Source: an optimization exercise on an open RTL-to-GDS flow (aim: small area and few clock cycles per item). Production flows keep margins and buffers that such runs may drop.
In this exercise RTL edits were held to simulation tests only and were not proved equivalent to the original.

==> job 5009: inputs <==
## angle_position_pid_loop
module angle_position_pid_loop #(
  parameter int ENCODER_BITS   = appl_pkg::ENCODER_BITS_DEF,
  parameter int GAIN_FRAC_BITS = appl_pkg::GAIN_FRAC_BITS_DEF
) (
  input  logic                                clk_i,
  input  logic                                rst_ni,
  input  logic                                in_valid_i,
  output logic                                in_ready_o,
  input  logic [appl_pkg::ENC_W-1:0]          encoder_count_i,
  output logic                                out_valid_o,
  input  logic                                out_ready_i,
  output logic signed [appl_pkg::CUR_W-1:0]   current_ref_o,
  input  logic                                cfg_we_i,
  input  logic [appl_pkg::CFG_IDX_W-1:0]      cfg_idx_i,
  input  logic [appl_pkg::CFG_DATA_W-1:0]     cfg_data_i
);
==> module angle_position_pid_loop, before the edit <==
module angle_position_pid_loop #(
  parameter int ENCODER_BITS   = appl_pkg::ENCODER_BITS_DEF,
  parameter int GAIN_FRAC_BITS = appl_pkg::GAIN_FRAC_BITS_DEF
) (
  input  logic                                clk_i,
  input  logic                                rst_ni,
  input  logic                                in_valid_i,
  output logic                                in_ready_o,
  input  logic [appl_pkg::ENC_W-1:0]          encoder_count_i,
  output logic                                out_valid_o,
  input  logic                                out_ready_i,
  output logic signed [appl_pkg::CUR_W-1:0]   current_ref_o,
  input  logic                                cfg_we_i,
  input  logic [appl_pkg::CFG_IDX_W-1:0]      cfg_idx_i,
  input  logic [appl_pkg::CFG_DATA_W-1:0]     cfg_data_i
);
  localparam int GW = appl_pkg::GAIN_W;
  logic signed [GW-1:0]  prop_gain_q, integ_gain_q, deriv_gain_q;
  logic signed [15:0]    output_low_q, output_high_q;    
  appl_pkg::angle_cfg_t  angle_cfg_q;
  logic signed [15:0]    lim_wr, lim_sat;
  assign lim_wr = cfg_data_i[15:0];
  always_comb begin
    lim_sat = lim_wr;
    if (lim_wr > 16'sd16384)  lim_sat = 16'sd16384;
    if (lim_wr < -16'sd16384) lim_sat = -16'sd16384;
  end
  always_ff @(posedge clk_i or negedge rst_ni) begin
    if (!rst_ni) begin
      prop_gain_q   <= '0;
      integ_gain_q  <= '0;
      deriv_gain_q  <= '0;
      output_low_q  <= -16'sd16384;
      output_high_q <= 16'sd16384;
      angle_cfg_q   <= '0;
    end else if (cfg_we_i) begin
      case (cfg_idx_i)
        appl_pkg::CFG_PROP_GAIN:    prop_gain_q   <= cfg_data_i;
        appl_pkg::CFG_INTEG_GAIN:   integ_gain_q  <= cfg_data_i;
        appl_pkg::CFG_DERIV_GAIN:   deriv_gain_q  <= cfg_data_i;
        appl_pkg::CFG_OUTPUT_LOW:   output_low_q  <= lim_sat;
        appl_pkg::CFG_OUTPUT_HIGH:  output_high_q <= lim_sat;
        appl_pkg::CFG_TARGET_ANGLE: angle_cfg_q.target_angle <= cfg_data_i[appl_pkg::ENC_W-1:0];
        appl_pkg::CFG_ZERO_ANGLE:   angle_cfg_q.zero_angle   <= cfg_data_i[appl_pkg::ENC_W-1:0];
        appl_pkg::CFG_REVERSE_DIR:  angle_cfg_q.reverse_dir  <= cfg_data_i[0];
        default: ;
      endcase
    end
  end
  logic adv, valid_a_q, valid_b_q, out_valid_q, step_b;
  assign adv        = !out_valid_q || out_ready_i;
  assign in_ready_o = adv;
  assign step_b     = adv && valid_a_q;     
  always_ff @(posedge clk_i or negedge rst_ni) begin
    if (!rst_ni) begin
      valid_a_q   <= 1'b0;
      valid_b_q   <= 1'b0;
      out_valid_q <= 1'b0;
    end else if (adv) begin
      valid_a_q   <= in_valid_i;
      valid_b_q   <= valid_a_q;
      out_valid_q <= valid_b_q;
    end
  end
  logic signed [12:0] err_d, err_a_q;
  appl_angle_err #(
    .ENCODER_BITS(ENCODER_BITS)
  ) u_angle_err (
    .cfg_i   (angle_cfg_q),
    .count_i (encoder_count_i),
    .err_o   (err_d)
  );
  always_ff @(posedge clk_i) begin
    if (adv) err_a_q <= err_d;
  end
  logic signed [12:0] err_b_q;
  logic signed [13:0] derr_b_q;
  always_ff @(posedge clk_i or negedge rst_ni) begin
    if (!rst_ni) begin
      err_b_q <= '0;
    end else if (step_b) begin
      err_b_q <= err_a_q;
    end
  end
  always_ff @(posedge clk_i) begin
    if (step_b) derr_b_q <= 14'(err_a_q) - 14'(err_b_q);
  end
  logic signed [35:0] isum;
  logic signed [31:0] integ_q, integ_d;
  logic signed [15:0] isum_hi;
  logic               isum_frac, isum_pos_ovf, isum_neg_ovf, above, below;
  appl_pid_isum u_isum (
    .integ_i (integ_q),
    .ki_i    (integ_gain_q),
    .err_i   (err_a_q),
    .sum_o   (isum)
  );
  assign isum_pos_ovf = !isum[35] && (|isum[34:31]);
  assign isum_neg_ovf = isum[35] && !(&isum[34:31]);
  assign isum_hi      = $signed(isum[31:16]);
  assign isum_frac    = |isum[15:0];
  assign above = isum_pos_ovf
              || (!isum_neg_ovf && ((isum_hi > output_high_q)
                                    || (isum_hi == output_high_q && isum_frac)));
  assign below = isum_neg_ovf || (!isum_pos_ovf && isum_hi < output_low_q);
  always_comb begin
    if (above) begin
      integ_d = {output_high_q, 16'd0};
    end else if (below) begin
      integ_d = {output_low_q, 16'd0};
    end else begin
      integ_d = isum[31:0];
    end
  end
  always_ff @(posedge clk_i or negedge rst_ni) begin
    if (!rst_ni) begin
      integ_q <= '0;
    end else if (step_b) begin
      integ_q <= integ_d;
    end
  end
  logic signed [21:0] cur_raw;
  appl_pid_acc u_acc (
    .integ_i (integ_q),
    .kp_i    (prop_gain_q),
    .kd_i    (deriv_gain_q),
    .err_i   (err_b_q),
    .derr_i  (derr_b_q),
    .sum_o   (cur_raw)
  );
  logic signed [15:0] cur_d, current_ref_q;
  logic               cur_pos_ovf, cur_neg_ovf, cur_above, cur_below;
  logic signed [15:0] cur16;
  assign cur_pos_ovf = !cur_raw[21] && (|cur_raw[20:15]);
  assign cur_neg_ovf = cur_raw[21] && !(&cur_raw[20:15]);
  assign cur16       = cur_raw[15:0];
  assign cur_above   = cur_pos_ovf || (!cur_neg_ovf && cur16 > output_high_q);
  assign cur_below   = cur_neg_ovf || (!cur_pos_ovf && cur16 < output_low_q);
  always_comb begin
    if (cur_above) begin
      cur_d = output_high_q;
    end else if (cur_below) begin
      cur_d = output_low_q;
    end else begin
      cur_d = cur16;
    end
  end
  always_ff @(posedge clk_i) begin
    if (adv) current_ref_q <= cur_d;
  end
  assign out_valid_o   = out_valid_q;
  assign current_ref_o = current_ref_q;
endmodule
Settings: LEC_CHECK=0, CAP_MARGIN=20, CORE_MARGIN=2, CORE_UTILIZATION=40, SLEW_MARGIN=20, SYNTH_HIERARCHICAL=1; clock period 10.5 ns.
run.sh (not shown) runs the stock make flow with config.mk's settings and CLKGATE_MAP_FILE= SYNTH_SCRIPT=/design/flow/synth_recipe.tcl, a recipe that flattens the netlist after the stock synthesis.
==> job 9394 (differences from job 5009) <==
--- a/flow/design.v
+++ b/flow/design.v
@@ -158,6 +158,6 @@
   logic signed [35:0] isum;
   logic signed [31:0] integ_q, integ_d;
-  logic signed [15:0] isum_hi;
-  logic               isum_frac, isum_pos_ovf, isum_neg_ovf, above, below;
+  logic signed [19:0] isum_hi;
+  logic               isum_frac, above, below;
   appl_pid_isum u_isum (
     .integ_i (integ_q),
@@ -166,12 +166,8 @@
     .sum_o   (isum)
   );
-  assign isum_pos_ovf = !isum[35] && (|isum[34:31]);
-  assign isum_neg_ovf = isum[35] && !(&isum[34:31]);
-  assign isum_hi      = $signed(isum[31:16]);
-  assign isum_frac    = |isum[15:0];
-  assign above = isum_pos_ovf
-              || (!isum_neg_ovf && ((isum_hi > output_high_q)
-                                    || (isum_hi == output_high_q && isum_frac)));
-  assign below = isum_neg_ovf || (!isum_pos_ovf && isum_hi < output_low_q);
+  assign isum_hi   = $signed(isum[35:16]);
+  assign isum_frac = |isum[15:0];
+  assign above = (isum_hi > 20'(output_high_q)) || (isum_hi == 20'(output_high_q) && isum_frac);
+  assign below = isum_hi < 20'(output_low_q);
   always_comb begin
     if (above) begin
@@ -200,18 +196,11 @@
   );
   logic signed [15:0] cur_d, current_ref_q;
-  logic               cur_pos_ovf, cur_neg_ovf, cur_above, cur_below;
-  logic signed [15:0] cur16;
-  assign cur_pos_ovf = !cur_raw[21] && (|cur_raw[20:15]);
-  assign cur_neg_ovf = cur_raw[21] && !(&cur_raw[20:15]);
-  assign cur16       = cur_raw[15:0];
-  assign cur_above   = cur_pos_ovf || (!cur_neg_ovf && cur16 > output_high_q);
-  assign cur_below   = cur_neg_ovf || (!cur_pos_ovf && cur16 < output_low_q);
   always_comb begin
-    if (cur_above) begin
+    if (cur_raw > 22'(output_high_q)) begin
       cur_d = output_high_q;
-    end else if (cur_below) begin
+    end else if (cur_raw < 22'(output_low_q)) begin
       cur_d = output_low_q;
     end else begin
-      cur_d = cur16;
+      cur_d = cur_raw[15:0];
     end
   end
CTS_BUF_LIST = sky130_fd_sc_hd__clkbuf_4 sky130_fd_sc_hd__clkbuf_8   (was default)
==> comparison table <==
| metric | job 9394 | job 5009 |
|---|---|---|
| Outcome | complete, no violations | complete, no violations |
| Largest net degree at the start of global routing | 74 | 73 |
| Yosys cell types | 105 | 106 |
| Die ar. | 91980 µm² | 91550 µm² |
| Std-Cell Core Area | 88510 µm² | 88370 µm² |
| Pre-CTS WS | 537.8 ps | 497.8 ps |
| Sequential portion of the cell area | 14.70% | 14.80% |
| Synthesized cell area | 35830 µm² | 35660 µm² |
| Synthesis-to-layout area growth | 10.70% | 10.50% |
| Area of all placed cells without fillers | 39660 µm² | 39400 µm² |
| Launch point of the worst path | err_b_q[5] | err_b_q[3] |
| Compound-gate portion of the synthesized area | 18.44% | 19.14% |
| Final net count | 4320 | 4276 |
| Vias in the first global route | 28779 | 28925 |
| Multi-input logic cell count | 2959 | 2971 |
Testbench counts of job 5009, summed over its fixed seeds: cycles 14,544, items 14,400.
Testbench counts of job 9394, summed over its fixed seeds: cycles 14,544, items 14,400.

-- static timing again, ports no longer ideal --
No port has a modelled driver above. Below, the same layouts with a new extraction and two added sets of constraints.
Step 1 sets driving cells, clkbuf_16 on the clock port and buf_2 on the other inputs (assumed; they add their load-dependent delay and slew).
Step 2 adds t to the input delays and takes it off the output delays; t is the mean of the earliest and latest rising clock arrival at the registers after step 1. Input paths then give back, and output paths get back, about the clock's delay inside the block.
a / b / c = ideal / step 1 / step 2; a / b = the first two.
run | t, ns | setup WS [ns] | latest minus earliest clock arrival (ns) | slew at the worst register clock pin (ns)
job 5009 | 0.693 | 0.452 / 0.452 / 0.452 | 0.058 / 0.059 | 0.08 / 0.08
job 9394 | 0.709 | 0.390 / 0.390 / 0.390 | 0.096 / 0.096 | 0.08 / 0.08
After both steps every run listed still meets setup and hold.
